What follows belongs to an exercise in optimizing a design on an open flow for small area, a short achievable clock period and few clock cycles per item; a production flow would make more cautious choices.
RTL that was checked went through simulation tests only; none was proved equivalent to the original.

==> v32 <==
==> flow/design.v (excerpt) <==
module selectable_string_hash (
  input  logic                        clk_i,
  input  logic                        rst_ni,
  input  logic                        cfg_valid_i,
  output logic                        cfg_ready_o,
  input  logic [ssh_pkg::CfgIdxW-1:0] cfg_index_i,
  input  logic [ssh_pkg::HashW-1:0]   cfg_data_i,
  input  logic                        in_valid_i,
  output logic                        in_stall_o,
  input  logic [ssh_pkg::ByteW-1:0]   data_byte_i,
  input  logic                        last_i,
  input  logic                        no_byte_i,
  output logic                        out_valid_o,
  input  logic                        out_stall_i,
  output logic [ssh_pkg::HashW-1:0]   hash_value_o
);
==> module ssh_core, before the edit <==
module ssh_core (
  input  logic                        clk_i,
  input  logic                        rst_ni,
  input  logic [5:0]                  flags_i,
  input  logic [ssh_pkg::HashW-1:0]   mult_i,
  input  logic [ssh_pkg::HashW-1:0]   seed_i,
  input  logic                        sgn_i,
  input  logic                        cfg_valid_i,
  input  logic [ssh_pkg::CfgIdxW-1:0] cfg_index_i,
  input  logic                        in_valid_i,
  output logic                        in_stall_o,
  input  logic [ssh_pkg::ByteW-1:0]   data_byte_i,
  input  logic                        last_i,
  input  logic                        no_byte_i,
  output logic                        out_valid_o,
  input  logic                        out_stall_i,
  output logic [ssh_pkg::HashW-1:0]   hash_value_o
);
  logic [31:0] acc_q, acc_d, m_q, m_d, h0;
  logic        odd_q, odd_d, ovalid_q, ovalid_d, fin1_q, fin2_q, in_str_q, in_str_d;
  logic        sel_acc_q, sel_seed_q, sel_js_q, sel_acc_d;
  logic        is_rs, is_js, is_elf, is_ap, is_oaat, is_mm;
  logic        fin, accept, out_busy, cen, ksig, dirty_q;
  logic [31:0] m_init, post_x, kk, sa, sb, s, apx, hx, mixed, m_rs, rs_a, rs_b;
  logic [7:0]  cl, xl;
  assign {is_oaat, is_ap, is_elf, is_js, is_rs, is_mm} = flags_i;
  assign out_busy   = ovalid_q & out_stall_i;
  assign fin        = fin1_q | fin2_q;
  assign in_stall_o = fin | dirty_q | out_busy;
  assign accept     = in_valid_i & ~in_stall_o;
  assign h0 = ({32{sel_acc_q}} & acc_q) | ({32{sel_seed_q}} & seed_i)
            | ({32{sel_js_q}} & ssh_pkg::JsInit);
  assign sel_acc_d = in_str_d | fin1_q | (accept & last_i & is_oaat);
  assign m_init = ({32{is_mm}}   & mult_i)           | ({32{is_rs}}  & ssh_pkg::RsInitA)
                | ({32{is_js}}   & ssh_pkg::MulJs)   | ({32{is_elf}} & ssh_pkg::MulElf)
                | ({32{is_oaat}} & ssh_pkg::MulOaat);
  assign cen  = ~fin;
  assign cl   = {(data_byte_i[7] ^ sgn_i), data_byte_i[6:0]} & {8{cen}};
  assign ksig = sgn_i & cen;
  assign kk   = {32{ksig}} & (is_oaat ? 32'hFFFD_FF80 : 32'hFFFF_FF80);
  assign xl   = cl & {8{is_oaat}};
  ssh_tree u_tree (
    .h0   (h0),
    .m    (m_q),
    .kk   (kk),
    .js   (is_js),
    .cl   (cl),
    .xl   (xl),
    .sa   (sa),
    .sb   (sb)
  );
  ssh_add_main u_add (
    .a (sa),
    .b (sb),
    .y (s)
  );
  assign apx = odd_q ? ~((h0 << 11) ^ (h0 >> 5)) : ((h0 << 7) ^ (h0 >> 3));
  assign hx  = h0 ^ ({32{is_ap}} & apx);
  assign post_x = ({32{is_js | is_ap}} & hx)
                | ({32{is_oaat & ~fin}} & (s >> 6))
                | ({32{fin1_q}} & (s >> 11))
                | ({32{is_elf}} & {s[31:28], 20'd0, s[31:28], 4'd0});
  assign mixed  = s ^ post_x;
  always_comb begin
    acc_d = acc_q;
    if (fin) begin
      acc_d = mixed;
    end else if (accept) begin
      acc_d = no_byte_i ? h0 : mixed;
    end
  end
  ssh_rstep u_rstep (
    .a  (m_q),
    .ra (rs_a),
    .rb (rs_b)
  );
  ssh_add_rs u_add_rs (
    .a (rs_a),
    .b (rs_b),
    .y (m_rs)
  );
  always_comb begin
    m_d = m_q;
    if (dirty_q) begin
      m_d = m_init;
    end else if (accept && is_rs) begin
      if (last_i)          m_d = m_init;
      else if (!no_byte_i) m_d = m_rs;
    end else if (accept && is_oaat && last_i) begin
      m_d = ssh_pkg::MulFin1;
    end else if (fin1_q) begin
      m_d = ssh_pkg::MulFin2;
    end else if (fin2_q) begin
      m_d = m_init;
    end
  end
  always_comb begin
    odd_d    = odd_q;
    ovalid_d = out_busy | (accept & last_i & ~is_oaat) | fin2_q;
    in_str_d = in_str_q;
    if (accept) begin
      in_str_d = ~last_i;
      if (last_i)                  odd_d = 1'b0;
      else if (is_ap & ~no_byte_i) odd_d = ~odd_q;
    end
  end
  always_ff @(posedge clk_i or negedge rst_ni) begin
    if (!rst_ni) begin
      odd_q    <= 1'b0;
      ovalid_q <= 1'b0;
      in_str_q <= 1'b0;
      sel_acc_q  <= 1'b0;
      sel_seed_q <= 1'b1;
      sel_js_q   <= 1'b0;
      fin1_q   <= 1'b0;
      fin2_q   <= 1'b0;
      dirty_q  <= 1'b1;
    end else begin
      odd_q    <= odd_d;
      ovalid_q <= ovalid_d;
      in_str_q <= in_str_d;
      sel_acc_q  <= sel_acc_d;
      sel_seed_q <= ~sel_acc_d & is_mm;
      sel_js_q   <= ~sel_acc_d & is_js;
      fin1_q   <= accept & last_i & is_oaat;
      fin2_q   <= fin1_q;
      dirty_q  <= cfg_valid_i & (cfg_index_i != ssh_pkg::CFG_CHAR_SIGNED);
    end
  end
  always_ff @(posedge clk_i) begin
    acc_q <= acc_d;
    m_q   <= m_d;
  end
  assign out_valid_o  = ovalid_q;
  assign hash_value_o = acc_q;
endmodule
clock: 11.0 ns
lec_check: 0
abc_area: 1
cap_margin: 20
core_margin: 2
core_utilization: 45
setup_slack_margin: 4.3
slew_margin: 20
tns_end_percent: 100
run.sh (not shown) runs the stock make flow with config.mk's settings and CLKGATE_MAP_FILE= SYNTH_SCRIPT=/design/flow/synth_recipe.tcl, a recipe that flattens the netlist after the stock synthesis.
==> inputs of v23, as changes to v32 <==
--- a/flow/design.v
+++ b/flow/design.v
@@ -88,8 +88,7 @@
 );
-  logic [31:0] acc_q, acc_d, m_q, m_d, h0;
-  logic        odd_q, odd_d, ovalid_q, ovalid_d, fin1_q, fin2_q, in_str_q, in_str_d;
-  logic        sel_acc_q, sel_seed_q, sel_js_q, sel_acc_d;
+  logic [31:0] acc_q, acc_d, out_q, m_q, m_d;
+  logic        odd_q, odd_d, ovalid_q, ovalid_d, fin1_q, fin2_q, fin2_go;
   logic        is_rs, is_js, is_elf, is_ap, is_oaat, is_mm;
-  logic        fin, accept, out_busy, cen, ksig, dirty_q;
-  logic [31:0] m_init, post_x, kk, sa, sb, s, apx, hx, mixed, m_rs, rs_a, rs_b;
+  logic        fin, accept, out_busy, out_load, cen, ksig, dirty_q;
+  logic [31:0] start, m_init, post_x, kk, sa, sb, s, apx, hx, mixed, m_rs, rs_a, rs_b;
   logic [7:0]  cl, xl;
@@ -98,7 +97,7 @@
   assign fin        = fin1_q | fin2_q;
-  assign in_stall_o = fin | dirty_q | out_busy;
+  assign in_stall_o = fin | dirty_q | (last_i & out_busy);
   assign accept     = in_valid_i & ~in_stall_o;
-  assign h0 = ({32{sel_acc_q}} & acc_q) | ({32{sel_seed_q}} & seed_i)
-            | ({32{sel_js_q}} & ssh_pkg::JsInit);
-  assign sel_acc_d = in_str_d | fin1_q | (accept & last_i & is_oaat);
+  assign fin2_go    = fin2_q & ~out_busy;
+  assign out_load   = (accept & last_i & ~is_oaat) | fin2_go;
+  assign start  = is_mm ? seed_i : (is_js ? ssh_pkg::JsInit : 32'd0);
   assign m_init = ({32{is_mm}}   & mult_i)           | ({32{is_rs}}  & ssh_pkg::RsInitA)
@@ -112,3 +111,3 @@
   ssh_tree u_tree (
-    .h0   (h0),
+    .h0   (acc_q),
     .m    (m_q),
@@ -126,4 +125,4 @@
   );
-  assign apx = odd_q ? ~((h0 << 11) ^ (h0 >> 5)) : ((h0 << 7) ^ (h0 >> 3));
-  assign hx  = h0 ^ ({32{is_ap}} & apx);
+  assign apx = odd_q ? ~((acc_q << 11) ^ (acc_q >> 5)) : ((acc_q << 7) ^ (acc_q >> 3));
+  assign hx  = acc_q ^ ({32{is_ap}} & apx);
   assign post_x = ({32{is_js | is_ap}} & hx)
@@ -135,6 +134,11 @@
     acc_d = acc_q;
-    if (fin) begin
+    if (dirty_q) begin
+      acc_d = start;
+    end else if (fin1_q) begin
       acc_d = mixed;
+    end else if (fin2_go) begin
+      acc_d = start;
     end else if (accept) begin
-      acc_d = no_byte_i ? h0 : mixed;
+      if (last_i & ~is_oaat) acc_d = start;
+      else if (!no_byte_i)   acc_d = mixed;
     end
@@ -162,3 +166,3 @@
       m_d = ssh_pkg::MulFin2;
-    end else if (fin2_q) begin
+    end else if (fin2_go) begin
       m_d = m_init;
@@ -168,6 +172,4 @@
     odd_d    = odd_q;
-    ovalid_d = out_busy | (accept & last_i & ~is_oaat) | fin2_q;
-    in_str_d = in_str_q;
+    ovalid_d = out_busy | out_load;
     if (accept) begin
-      in_str_d = ~last_i;
       if (last_i)                  odd_d = 1'b0;
@@ -180,6 +182,2 @@
       ovalid_q <= 1'b0;
-      in_str_q <= 1'b0;
-      sel_acc_q  <= 1'b0;
-      sel_seed_q <= 1'b1;
-      sel_js_q   <= 1'b0;
       fin1_q   <= 1'b0;
@@ -190,8 +188,4 @@
       ovalid_q <= ovalid_d;
-      in_str_q <= in_str_d;
-      sel_acc_q  <= sel_acc_d;
-      sel_seed_q <= ~sel_acc_d & is_mm;
-      sel_js_q   <= ~sel_acc_d & is_js;
       fin1_q   <= accept & last_i & is_oaat;
-      fin2_q   <= fin1_q;
+      fin2_q   <= fin1_q | (fin2_q & out_busy);
       dirty_q  <= cfg_valid_i & (cfg_index_i != ssh_pkg::CFG_CHAR_SIGNED);
@@ -202,5 +196,8 @@
     m_q   <= m_d;
+    if (out_load) begin
+      out_q <= (no_byte_i & ~fin2_q) ? acc_q : mixed;
+    end
   end
   assign out_valid_o  = ovalid_q;
-  assign hash_value_o = acc_q;
+  assign hash_value_o = out_q;
 endmodule
==> flow/flow/run.sh (new file) <==
#!/bin/bash
# The standard layout, with one change to synthesis: Yosys's synth runs
# without its early ABC pass (-noabc), so the adder trees reach extract_fa
# as written and map to full-adder cells with fewer polarity inverters.
# Registers, their names and the rest of the flow are the standard ones.
set -euo pipefail
sed 's/synth -nofsm -noshare /synth -nofsm -noshare -noabc /' synth_recipe.tcl > flow_synth.tcl
grep -q -- '-noabc' flow_synth.tcl
bash standard.sh SYNTH_SCRIPT="$PWD/flow_synth.tcl" finish > standard.log 2>&1
==> flow/standard.sh (new file) <==
#!/bin/bash
# synth_recipe.tcl (not shown) runs the flow's synth.tcl, then flattens the netlist and writes it again
# the make line also repeats each setting of config.mk as NAME=value (left out here)
make -C /OpenROAD-flow-scripts/flow DESIGN_CONFIG=/design/flow/config.mk WORK_HOME=/design/flow/orfs CLKGATE_MAP_FILE= SYNTH_SCRIPT=/design/flow/synth_recipe.tcl "${@:-finish}"
--- a/flow/config.mk
+++ b/flow/config.mk
@@ -11,3 +11,3 @@
 export CORE_UTILIZATION = 45
-export SETUP_SLACK_MARGIN = 4.3
+export SETUP_SLACK_MARGIN = 3.8
 export SLEW_MARGIN = 20
removed: flow/run.sh
==> notes.md <==
Of v32 and v23, v32 has the higher synthesized cell count (gap 5.3%, measured against v23).
v23 passed the timing, design-rule and antenna checks. v32 finished clean.
Against v32, the final area of v23 is lower by about 8%.
In v32 the maximum frequency is larger than in v23, by about 3%.
Clock-buffer cell count is the same in v32 and v23.
Of v32 and v23, v32 has the higher critical path depth (gap 5).
Between v32 and v23, the lower clock skew is in v32 (gap 0.0010 ns).
Testbench counts of v23, summed over its fixed seeds: cycles 13,980, bytes 13,438.
Only the layout flow was run in v32; the RTL was not checked for function there.

==> static timing again, ports no longer ideal <==
No port has a modelled driver above. Below, the same layouts with a new extraction and two added sets of constraints. Step 1: set_driving_cell puts a clkbuf_16 on clk_i and a buf_2 on each other input, an assumption about the parent block. Step 2 also shifts input and output timing later by t, the mid clock arrival at the registers, as if the neighbouring blocks saw the same clock. Slacks: no drivers / after step 1 / after step 2; pairs: no drivers / after step 1.
| run | shift t [ns] | slack for setup (ns) | worst setup path at the end | worst data-port slew with drivers (ns) | pins driven straight from the clock port |
|---|---|---|---|---|---|
| v32 | 0.488 | 4.073 / 4.073 / 4.073 | register to register | 0.06 | 1 |
| v23 | 0.513 | 3.858 / 3.858 / 3.858 | register to register | 0.05 | 1 |
After both steps every run listed still meets setup and hold.
